This design comes from an exercise in tuning for small area, a short achievable clock period and few clock cycles on the open sky130 flow, not from production work.
The RTL was checked by simulation tests, not by an equivalence proof against the original design.
No activity file was given, so power comes from the tool's default toggle rates.

==> flow/design.v <==
package spa_pkg;
   localparam int MAX_TERMS = 16;
   localparam int CNT_W     = $clog2(MAX_TERMS + 1);
   localparam int ADDR_W    = (MAX_TERMS > 1) ? $clog2(MAX_TERMS) : 1;
   localparam int COEF_W    = 32;
   localparam int EXPO_W    = 16;
   typedef enum logic [2:0] {
      CMD_CLEAR    = 3'd0,
      CMD_APPEND_A = 3'd1,
      CMD_APPEND_B = 3'd2,
      CMD_ADD      = 3'd3,
      CMD_SUB      = 3'd4
   } cmd_type;
   typedef enum logic [2:0] {
      STATUS_OK         = 3'd0,
      STATUS_A_EMPTY    = 3'd1,
      STATUS_B_EMPTY    = 3'd2,
      STATUS_BOTH_EMPTY = 3'd3,
      STATUS_FULL       = 3'd4
   } status_type;
   typedef enum logic [2:0] {
      ST_IDLE,
      ST_MERGE,
      ST_PASS_A,
      ST_PASS_B,
      ST_FINISH
   } state_type;
   typedef struct packed {
      logic signed [EXPO_W-1:0] expo;
      logic signed [COEF_W-1:0] coef;
   } term_type;
   localparam int TERM_W = EXPO_W + COEF_W;
   typedef struct packed {
      logic              en;
      logic [ADDR_W-1:0] addr;
      term_type          data;
   } wr_type;
   typedef struct packed {
      logic       valid;
      term_type   term;
      status_type status;
      logic       last;
   } item_type;
   function automatic logic signed [COEF_W-1:0] sat32(input logic signed [COEF_W:0] v);
      if (v[COEF_W] != v[COEF_W-1]) begin
         sat32 = v[COEF_W] ? {1'b1, {(COEF_W-1){1'b0}}} : {1'b0, {(COEF_W-1){1'b1}}};
      end else begin
         sat32 = v[COEF_W-1:0];
      end
   endfunction
endpackage
module spa_ram #(
   parameter int DEPTH = 16,
   parameter int WIDTH = 48
) (
   input  logic                                       clock,
   input  logic                                       wr_en,
   input  logic [((DEPTH > 1) ? $clog2(DEPTH) : 1)-1:0] wr_addr,
   input  logic [WIDTH-1:0]                           wr_data,
   input  logic [((DEPTH > 1) ? $clog2(DEPTH) : 1)-1:0] rd_addr,
   output logic [WIDTH-1:0]                           rd_data
);
   logic [WIDTH-1:0] mem_ff [DEPTH];
   logic [WIDTH-1:0] rd_data_ff;
   always_ff @(posedge clock) begin
      if (wr_en) begin
         mem_ff[wr_addr] <= wr_data;
      end
      rd_data_ff <= mem_ff[rd_addr];
   end
   assign rd_data = rd_data_ff;
endmodule
module spa_ctrl (
   input  logic                     clock,
   input  logic                     reset,
   input  logic                     req_tvalid,
   output logic                     req_tready,
   input  logic [2:0]               req_command,
   input  spa_pkg::term_type                 req_term,
   input  logic                     out_ready,
   output logic [spa_pkg::ADDR_W-1:0]        a_rd_addr,
   output logic [spa_pkg::ADDR_W-1:0]        b_rd_addr,
   input  spa_pkg::term_type                 a_rd_data,
   input  spa_pkg::term_type                 b_rd_data,
   output spa_pkg::wr_type                   a_wr,
   output spa_pkg::wr_type                   b_wr,
   output spa_pkg::item_type                 push
);
   spa_pkg::state_type        state_ff, state_in;
   logic [spa_pkg::CNT_W-1:0] count_a_ff, count_a_in;
   logic [spa_pkg::CNT_W-1:0] count_b_ff, count_b_in;
   logic [spa_pkg::CNT_W-1:0] ia_ff, ia_in;
   logic [spa_pkg::CNT_W-1:0] ib_ff, ib_in;
   logic             neg_ff, neg_in;
   logic             hold_valid_ff, hold_valid_in;
   spa_pkg::term_type         hold_ff, hold_in;
   logic             fire;
   logic             a_valid, b_valid;
   logic             a_full, b_full;
   spa_pkg::term_type         b_term;
   logic signed [spa_pkg::COEF_W:0] a_ext, b_ext, comb_sum;
   logic signed [spa_pkg::COEF_W-1:0] comb_sat;
   logic             produce, adv_a, adv_b, go_pass_a, go_pass_b, go_finish;
   spa_pkg::term_type         prod_term;
   logic             stall;
   assign req_tready = (state_ff == spa_pkg::ST_IDLE) && out_ready;
   assign fire       = req_tvalid && req_tready;
   assign a_valid = ia_ff < count_a_ff;
   assign b_valid = ib_ff < count_b_ff;
   assign a_full  = count_a_ff == spa_pkg::CNT_W'(spa_pkg::MAX_TERMS);
   assign b_full  = count_b_ff == spa_pkg::CNT_W'(spa_pkg::MAX_TERMS);
   assign a_ext       = {a_rd_data.coef[spa_pkg::COEF_W-1], a_rd_data.coef};
   assign b_ext       = {b_rd_data.coef[spa_pkg::COEF_W-1], b_rd_data.coef};
   assign b_term.expo = b_rd_data.expo;
   assign b_term.coef = neg_ff ? spa_pkg::sat32(-b_ext) : b_rd_data.coef;
   assign comb_sum    = neg_ff ? (a_ext - b_ext) : (a_ext + b_ext);
   assign comb_sat    = spa_pkg::sat32(comb_sum);
   always_comb begin
      produce   = 1'b0;
      adv_a     = 1'b0;
      adv_b     = 1'b0;
      go_pass_a = 1'b0;
      go_pass_b = 1'b0;
      go_finish = 1'b0;
      prod_term = a_rd_data;
      case (state_ff)
         spa_pkg::ST_MERGE: begin
            if (!a_valid || a_rd_data.coef == '0) begin
               go_pass_b = 1'b1;
            end else if (!b_valid || b_rd_data.coef == '0) begin
               go_pass_a = 1'b1;
            end else if (a_rd_data.expo > b_rd_data.expo) begin
               produce = 1'b1;
               adv_a   = 1'b1;
            end else if (a_rd_data.expo < b_rd_data.expo) begin
               produce   = 1'b1;
               adv_b     = 1'b1;
               prod_term = b_term;
            end else begin
               produce        = comb_sat != '0;
               adv_a          = 1'b1;
               adv_b          = 1'b1;
               prod_term.coef = comb_sat;
            end
         end
         spa_pkg::ST_PASS_A: begin
            if (a_valid) begin
               produce = 1'b1;
               adv_a   = 1'b1;
            end else begin
               go_finish = 1'b1;
            end
         end
         spa_pkg::ST_PASS_B: begin
            if (b_valid) begin
               produce   = 1'b1;
               adv_b     = 1'b1;
               prod_term = b_term;
            end else begin
               go_finish = 1'b1;
            end
         end
         default: begin
         end
      endcase
   end
   assign stall = produce && hold_valid_ff && !out_ready;
   always_comb begin
      state_in = state_ff;
      case (state_ff)
         spa_pkg::ST_IDLE: begin
            if (fire && (req_command == spa_pkg::CMD_ADD || req_command == spa_pkg::CMD_SUB) &&
                count_a_ff != '0 && count_b_ff != '0) begin
               state_in = spa_pkg::ST_MERGE;
            end
         end
         spa_pkg::ST_MERGE: begin
            if (go_pass_b) begin
               state_in = spa_pkg::ST_PASS_B;
            end else if (go_pass_a) begin
               state_in = spa_pkg::ST_PASS_A;
            end
         end
         spa_pkg::ST_PASS_A, spa_pkg::ST_PASS_B: begin
            if (go_finish) begin
               state_in = spa_pkg::ST_FINISH;
            end
         end
         spa_pkg::ST_FINISH: begin
            if (out_ready) begin
               state_in = spa_pkg::ST_IDLE;
            end
         end
         default: begin
            state_in = spa_pkg::ST_IDLE;
         end
      endcase
   end
   always_comb begin
      count_a_in    = count_a_ff;
      count_b_in    = count_b_ff;
      neg_in        = neg_ff;
      hold_valid_in = hold_valid_ff;
      hold_in       = hold_ff;
      ia_in         = ia_ff;
      ib_in         = ib_ff;
      a_wr.en       = 1'b0;
      a_wr.addr     = count_a_ff[spa_pkg::ADDR_W-1:0];
      a_wr.data     = req_term;
      b_wr.en       = 1'b0;
      b_wr.addr     = count_b_ff[spa_pkg::ADDR_W-1:0];
      b_wr.data     = req_term;
      push.valid    = 1'b0;
      push.term     = '0;
      push.status   = spa_pkg::STATUS_OK;
      push.last     = 1'b1;
      case (state_ff)
         spa_pkg::ST_IDLE: begin
            ia_in = '0;
            ib_in = '0;
            if (fire) begin
               case (req_command)
                  spa_pkg::CMD_CLEAR: begin
                     count_a_in = '0;
                     count_b_in = '0;
                  end
                  spa_pkg::CMD_APPEND_A: begin
                     push.valid = 1'b1;
                     if (a_full) begin
                        push.status = spa_pkg::STATUS_FULL;
                     end else begin
                        a_wr.en    = 1'b1;
                        count_a_in = count_a_ff + 1'b1;
                     end
                  end
                  spa_pkg::CMD_APPEND_B: begin
                     push.valid = 1'b1;
                     if (b_full) begin
                        push.status = spa_pkg::STATUS_FULL;
                     end else begin
                        b_wr.en    = 1'b1;
                        count_b_in = count_b_ff + 1'b1;
                     end
                  end
                  spa_pkg::CMD_ADD, spa_pkg::CMD_SUB: begin
                     neg_in = req_command == spa_pkg::CMD_SUB;
                     if (count_a_ff == '0 && count_b_ff == '0) begin
                        push.valid  = 1'b1;
                        push.status = spa_pkg::STATUS_BOTH_EMPTY;
                     end else if (count_a_ff == '0) begin
                        push.valid  = 1'b1;
                        push.status = spa_pkg::STATUS_A_EMPTY;
                     end else if (count_b_ff == '0) begin
                        push.valid  = 1'b1;
                        push.status = spa_pkg::STATUS_B_EMPTY;
                     end
                  end
                  default: begin
                  end
               endcase
            end
         end
         spa_pkg::ST_FINISH: begin
            if (out_ready) begin
               push.valid    = 1'b1;
               push.term     = hold_valid_ff ? hold_ff : '0;
               hold_valid_in = 1'b0;
            end
         end
         default: begin
            if (!stall) begin
               if (adv_a) begin
                  ia_in = ia_ff + 1'b1;
               end
               if (adv_b) begin
                  ib_in = ib_ff + 1'b1;
               end
               if (produce) begin
                  push.valid    = hold_valid_ff;
                  push.term     = hold_ff;
                  push.last     = 1'b0;
                  hold_in       = prod_term;
                  hold_valid_in = 1'b1;
               end
            end
         end
      endcase
   end
   assign a_rd_addr = ia_in[spa_pkg::ADDR_W-1:0];
   assign b_rd_addr = ib_in[spa_pkg::ADDR_W-1:0];
   always_ff @(posedge clock) begin
      if (reset) begin
         state_ff      <= spa_pkg::ST_IDLE;
         count_a_ff    <= '0;
         count_b_ff    <= '0;
         ia_ff         <= '0;
         ib_ff         <= '0;
         hold_valid_ff <= 1'b0;
      end else begin
         state_ff      <= state_in;
         count_a_ff    <= count_a_in;
         count_b_ff    <= count_b_in;
         ia_ff         <= ia_in;
         ib_ff         <= ib_in;
         hold_valid_ff <= hold_valid_in;
      end
   end
   always_ff @(posedge clock) begin
      neg_ff  <= neg_in;
      hold_ff <= hold_in;
   end
endmodule
module sparse_polynomial_add_subtract (
   input  logic        clock,
   input  logic        reset,
   input  logic        req_tvalid,
   output logic        req_tready,
   input  logic [47:0] req_tdata,    
   input  logic [2:0]  req_tuser,    
   output logic        rsp_tvalid,
   input  logic        rsp_tready,
   output logic [47:0] rsp_tdata,    
   output logic [2:0]  rsp_tuser,    
   output logic        rsp_tlast
);
   spa_pkg::term_type          req_term;
   logic [spa_pkg::ADDR_W-1:0] a_rd_addr, b_rd_addr;
   spa_pkg::term_type          a_rd_data, b_rd_data;
   spa_pkg::wr_type            a_wr, b_wr;
   spa_pkg::item_type          push;
   logic              out_ready;
   logic              rsp_valid_ff, rsp_valid_in;
   spa_pkg::item_type          rsp_item_ff, rsp_item_in;
   assign req_term = req_tdata;
   spa_ram #(.DEPTH(spa_pkg::MAX_TERMS), .WIDTH(spa_pkg::TERM_W)) u_store_a (
      .clock   (clock),
      .wr_en   (a_wr.en),
      .wr_addr (a_wr.addr),
      .wr_data (a_wr.data),
      .rd_addr (a_rd_addr),
      .rd_data (a_rd_data)
   );
   spa_ram #(.DEPTH(spa_pkg::MAX_TERMS), .WIDTH(spa_pkg::TERM_W)) u_store_b (
      .clock   (clock),
      .wr_en   (b_wr.en),
      .wr_addr (b_wr.addr),
      .wr_data (b_wr.data),
      .rd_addr (b_rd_addr),
      .rd_data (b_rd_data)
   );
   spa_ctrl u_ctrl (
      .clock       (clock),
      .reset       (reset),
      .req_tvalid  (req_tvalid),
      .req_tready  (req_tready),
      .req_command (req_tuser),
      .req_term    (req_term),
      .out_ready   (out_ready),
      .a_rd_addr   (a_rd_addr),
      .b_rd_addr   (b_rd_addr),
      .a_rd_data   (a_rd_data),
      .b_rd_data   (b_rd_data),
      .a_wr        (a_wr),
      .b_wr        (b_wr),
      .push        (push)
   );
   assign out_ready = !rsp_valid_ff || rsp_tready;
   always_comb begin
      rsp_valid_in = rsp_valid_ff;
      rsp_item_in  = rsp_item_ff;
      if (push.valid) begin
         rsp_valid_in = 1'b1;
         rsp_item_in  = push;
      end else if (rsp_tready) begin
         rsp_valid_in = 1'b0;
      end
   end
   always_ff @(posedge clock) begin
      if (reset) begin
         rsp_valid_ff <= 1'b0;
      end else begin
         rsp_valid_ff <= rsp_valid_in;
      end
   end
   always_ff @(posedge clock) begin
      rsp_item_ff <= rsp_item_in;
   end
   assign rsp_tvalid = rsp_valid_ff;
   assign rsp_tdata  = rsp_item_ff.term;
   assign rsp_tuser  = rsp_item_ff.status;
   assign rsp_tlast  = rsp_item_ff.last;
endmodule
==> flow/run.sh <==
#!/bin/bash
# synth_recipe.tcl (not shown) runs the flow's synth.tcl, then flattens the netlist and writes it again
# the make line also repeats each setting of config.mk as NAME=value (left out here)
make -C /OpenROAD-flow-scripts/flow DESIGN_CONFIG=/design/flow/config.mk WORK_HOME=/design/flow/orfs CLKGATE_MAP_FILE= SYNTH_SCRIPT=/design/flow/synth_recipe.tcl finish
==> flow/config.mk <==
export PLATFORM = sky130hd
export DESIGN_NAME = sparse_polynomial_add_subtract
export DESIGN_NICKNAME = sparse_polynomial_add_subtract
export VERILOG_FILES = /design/flow/design.v
export SDC_FILE = /design/flow/constraint.sdc
export NUM_CORES = 4
export LEC_CHECK = 0
export CAP_MARGIN = 20
export CORE_MARGIN = 2
export CORE_UTILIZATION = 40
export SLEW_MARGIN = 20
==> flow/constraint.sdc <==
create_clock -name core_clock -period 10.5 [get_ports {clock}]
set_input_delay 2.1000 -clock core_clock [delete_from_list [all_inputs] [get_ports {clock}]]
set_output_delay 2.1000 -clock core_clock [all_outputs]
set_load 0.01 [all_outputs]
==> run summary <==
# TYPE chip_impl_metric gauge
chip_impl_info{name="cts_root_buf",value="clkbuf_16"} 1
chip_impl_metric{name="synth-async-reset-ratio",unit="%"} 0
chip_impl_metric{name="max-slew-margin-rel",unit="%"} 16.07
chip_impl_metric{name="ys_seq_elements",unit=""} 1758
chip_impl_info{name="layout.cells.most_common",value="edfxtp_1"} 1
chip_impl_metric{name="routed_wire_length_per_instance",unit="µm"} 28.03
chip_impl_metric{name="number_of_clock_buffers_inserted_by_tritoncts",unit=""} 180
chip_impl_metric{name="max_clock_freq",unit="GHz"} 0.1010
chip_impl_metric{name="worst-endpoint-required",unit="ns"} 11.12
chip_impl_metric{name="ctsHoldBuffers",unit=""} 0
chip_impl_metric{name="final-instance-count-excl-fill",unit=""} 7353
chip_impl_metric{name="ios",unit=""} 109
chip_impl_metric{name="post_synth_instance_area",unit="µm²"} 72600
chip_impl_metric{name="route.antenna.remaining_nets",unit=""} 0
chip_impl_metric{name="area_growth",unit="%"} 14.39
chip_impl_info{name="critical_path_slowest_stage_cell",value="mux2_8"} 1
chip_impl_metric{name="gr-usage-all-layers",unit="%"} 21.96
chip_impl_metric{name="worst_ir_drop_vdd",unit="mV"} 0.1531
chip_impl_metric{name="power_density",unit="nW/µm²"} 176.8
chip_impl_info{name="tritoncts",value="done"} 1
chip_impl_metric{name="dieWidth",unit="µm"} 430.0
chip_impl_metric{name="area_used_by_multi_input_combinational_logic",unit="µm²"} 19810
chip_impl_info{name="setup.worst_path.start_class",value="flop"} 1
chip_impl_metric{name="worst_case_register_to_register_setup_slack",unit="ns"} 0.59
chip_impl_metric{name="clkTransAtPathRegs",unit="ns"} 0.06
chip_impl_info{name="grt_setup_unrepaired",value="true"} 1
chip_impl_metric{name="synthAdderAreaFrac",unit="%"} 1.230
chip_impl_metric{name="drt-vias-per-instance",unit=""} 5.920
chip_impl_info{name="synth_top_flop_cell",value="edfxtp_1"} 1
chip_impl_metric{name="utilization",unit="%"} 46.00
chip_impl_metric{name="setup-violations-final",unit=""} 0
chip_impl_metric{name="detailed_place.area",unit="µm²"} 77090
chip_impl_metric{name="hold_violations",unit=""} 0
chip_impl_metric{name="finalPower",unit="mW"} 14.68
chip_impl_metric{name="cts.sink_count",unit=""} 1758
chip_impl_metric{name="clk_path_buf_depth",unit=""} 3
chip_impl_metric{name="max_stage_delay",unit="ns"} 0.69
chip_impl_metric{name="synthesized_area_fraction_occupied_by_and_or_nand_nor_cells",unit="%"} 6.730
chip_impl_metric{name="psw",unit="mW"} 3.056
chip_impl_info{name="run_status",value="finished clean"} 1
chip_impl_metric{name="power.share.clock",unit="%"} 44.6
chip_impl_metric{name="die_height",unit="µm"} 430.0
chip_impl_metric{name="clock_tree.htree_level_count",unit=""} 4
chip_impl_metric{name="static_power_due_to_leakage",unit="nW"} 26.95
chip_impl_metric{name="drcViolationCount",unit=""} 0
chip_impl_metric{name="global_route.overflow_total",unit=""} 0
chip_impl_metric{name="max_cap_viol_count",unit=""} 0
chip_impl_metric{name="via_count",unit=""} 43530
chip_impl_metric{name="postSynthNetCount",unit=""} 4846
chip_impl_info{name="timing.critical_path.to_type",value="flop"} 1
chip_impl_metric{name="final_layout_size_suffix_gt1_share",unit="%"} 14.76
chip_impl_metric{name="synth_compound_area_share",unit="%"} 9.575
chip_impl_metric{name="worst_pin_slew",unit="ns"} 1.259
chip_impl_metric{name="area.sequential",unit="µm²"} 51580
chip_impl_metric{name="drt-pass1-iter-count",unit=""} 6
chip_impl_metric{name="routed_wl",unit="µm"} 206100
chip_impl_metric{name="n_fill_cell",unit=""} 15450
chip_impl_metric{name="first_global_vias",unit=""} 42340
chip_impl_metric{name="synth-xor-area-share",unit="%"} 0.6514
chip_impl_metric{name="routabilityCongestion",unit=""} 0.8940
chip_impl_metric{name="fin_hold_ws",unit="ns"} 0.5030
chip_impl_metric{name="synth_edf_count",unit=""} 1637
chip_impl_metric{name="finalMaxSlewViolations",unit=""} 0
chip_impl_metric{name="ys_types",unit=""} 90
chip_impl_info{name="synth_top_family_by_area",value="compound AO/OA/AOI/OAI gates"} 1
chip_impl_metric{name="yosysWarnings",unit=""} 3
chip_impl_metric{name="p_int",unit="mW"} 11.63
chip_impl_metric{name="clkLatencyLatePin",unit="ns"} 0.83
chip_impl_metric{name="number_of_antenna_violations_at_the_first_check_in_global_routing",unit=""} 10
chip_impl_metric{name="finalCritPeriodShare",unit="%"} 94.34
chip_impl_info{name="layout.cells.most_common_list",value="edfxtp_1, nand2_1, o21ai_0"} 1
chip_impl_metric{name="switching_share",unit="%"} 20.81
chip_impl_metric{name="core_region_area",unit="µm²"} 180500
chip_impl_metric{name="drt_iter0_markers",unit=""} 4513
chip_impl_info{name="min-delay-path-class",value="flop to flop"} 1
chip_impl_metric{name="grt_pass1_wl",unit="µm"} 298200
chip_impl_metric{name="design.die.area",unit="µm²"} 184900
chip_impl_metric{name="syn_area_per_cell",unit="µm²"} 15.38
chip_impl_metric{name="cp.arrival",unit="ns"} 10.53
chip_impl_metric{name="critical_path_peak_fanout",unit=""} 39
chip_impl_metric{name="synthesis.instances",unit=""} 4721
chip_impl_metric{name="share_comb_of_total_power",unit="%"} 2.9
chip_impl_metric{name="final_period_minus_worst_setup_slack",unit="ns"} 9.906
chip_impl_metric{name="area_of_all_placed_cells_without_fillers",unit="µm²"} 83050
chip_impl_metric{name="rows",unit=""} 156
chip_impl_metric{name="synth.mux.area_fraction",unit="%"} 8.515
chip_impl_metric{name="detailed_place_hpwl",unit="µm"} 120400
chip_impl_metric{name="start_util",unit="%"} 40.21
chip_impl_metric{name="clock-skew-final",unit="ns"} 0.04765
chip_impl_metric{name="finalNetCount",unit=""} 4949
chip_impl_info{name="worst-setup-path-type",value="flop to flop"} 1
chip_impl_metric{name="post-cts-setup-buffers",unit=""} 0
chip_impl_metric{name="numPortBuffers",unit=""} 108
chip_impl_metric{name="seq_power_share",unit="%"} 52.5
chip_impl_metric{name="synth.yosys.seq_area_share",unit="%"} 71.04
chip_impl_metric{name="grt_start_max_net_pins",unit=""} 193
chip_impl_metric{name="dpl.cell_count",unit=""} 7011
## path summary, 6_finish.rpt
path                                           from  cells after the start                                end
setup / recovery    u_store_b.rd_data_ff[1]$_DFF_P_                     35   u_store_b.rd_data_ff[12]$_DFF_P_
hold / removal    u_ctrl.count_b_ff[4]$_SDFFE_PP0P_                      2  u_ctrl.count_b_ff[4]$_SDFFE_PP0P_
setup reg to reg    u_store_b.rd_data_ff[1]$_DFF_P_                     35   u_store_b.rd_data_ff[12]$_DFF_P_
hold reg to reg   u_ctrl.count_b_ff[4]$_SDFFE_PP0P_                      2  u_ctrl.count_b_ff[4]$_SDFFE_PP0P_
## area by class of cell
class / instances / share of cell area [%]
clock inverter: 100 / 1.404
tap: 2370 / 3.571
clock buffer: 239 / 5.946
inverter: 46 / 0.2079
timing repair buffer: 244 / 2.902
multi-input combinational: 2594 / 23.86
antenna: 2 / 0.006026
sequential: 1758 / 62.11
## Yosys cell counts, drive strengths merged, types with 12 or more instances
library cell	instances	area [µm²]
mux4	144	3243
o21a	12	90.09
xnor2	43	376.6
a21oi	136	680.7
o22ai	16	100.1
nor3	39	200.2
mux2	76	863.3
nand4	21	131.4
a211oi	199	1494
or3	16	101.4
nor2	162	610.6
o211ai	111	833.3
buf	127	730.7
mux2i	207	2076
nand2b	21	131.4
inv	45	168.9
clkbuf	196	735.7
o22a	48	420.4
dfxtp	121	2422
nand2	349	1310
nor2b	19	118.9
nor4	68	431.7
a32o	48	480.5
and2	58	362.9
ha	69	863.3
edfxtp	1637	49160
o21ai	269	1346
a21o	31	232.7
nand3	217	1086
a22oi	57	432.9
## per-layer routing
layer / share of wire [%] / vias up / GRT usage (%)
met5: 0 / - / 0
met4: 3.1 / 0 / 6.650
met3: 7.1 / 343 / 3.508
met2: 48 / 1769 / 35.98
met1: 42 / 22500 / 30.16
li1: - / 18920 / -
## flip-flops by register name, summed over array words and instances (netlist names)
register,flops
u_store_a.rd_data_ff,48
u_store_a.mem_ff,768
u_ctrl.hold_ff,48
u_ctrl.state_ff,3
u_store_b.rd_data_ff,48
u_ctrl.ib_ff,5
u_ctrl.count_a_ff,5
u_ctrl.ia_ff,5
rsp_item_ff,52
u_ctrl.hold_valid_ff,1
u_ctrl.neg_ff,1
rsp_valid_ff,1
u_ctrl.count_b_ff,5
u_store_b.mem_ff,768
## power groups by stage
stage / registers, mW / logic [mW] / clock network, mW
after global routing: 7.70 / 0.460 / 6.94
after detailed placement: 7.86 / 0.426 / 0
after global placement: 7.86 / 0.421 / 0
after CTS: 7.71 / 0.427 / 6.66
after floorplan: 7.84 / 0.195 / 0
final: 7.71 / 0.425 / 6.55
## kinds of logic after synthesis
logic type                 count (synthesis)
buffers and inverters                    369
xor gates and xnor gates                  54
muxes                                    427
adders and majority gates                 71
DFF                                     1758
AOI/OAI and AO/OA                       1020
and+or+nand+nor                         1022
## worst max-delay path, delay by kind of cell (launching register included)
kind	cells	cell delay [ns]
multiplexers	2	1.20
adder cells (fa/ha/maj)	3	1.20
AO/OA/AOI/OAI	9	2.30
XOR/XNOR	2	0.29
flip-flops	1	0.39
AND/OR/NAND/NOR	15	3.34
buffers and inverters	4	0.80
## through the flow
step | TNS (ns) | worst slack, ns
finish | 0 | 0.5942
global route | -0.004170 | -0.004170
CTS | 0 | 0.5699
detailed placement | 0 | 0.6395
global placement | 0 | 0.7790
floorplan | 0 | 0.2415
## timing repair
action                                 CTS  global route
setup endpoints to repair                0             5
endpoints found under the hold margin    0             0
resized for setup                        0             2
Testbench counts, summed over its fixed seeds: cycles 35,931.

## static timing again, ports no longer ideal
Ports are ideal in the flow. The routed layout listed here was re-timed in OpenROAD.
Step 1, drivers: a clkbuf_16 drives clock and a buf_2 each remaining input, both assumed.
Step 2 times the ports against the registers' clock, not the clock port: input delays grow and output delays shrink by t, the midpoint of the rising clock arrivals with the driver on.
Slacks: ideal / step 1 / step 2; pairs: ideal / step 1.
t (ns): 0.886
slack for setup (ns): 0.594 / 0.594 / 0.594
slew at the worst register clock pin (ns): 0.07 / 0.07
cell pins on the clock port's net: 1
After both steps setup and hold are still met in this run. The setup slack of this run moves by 0.000 ns with the drivers and by 0.000 ns with both steps.
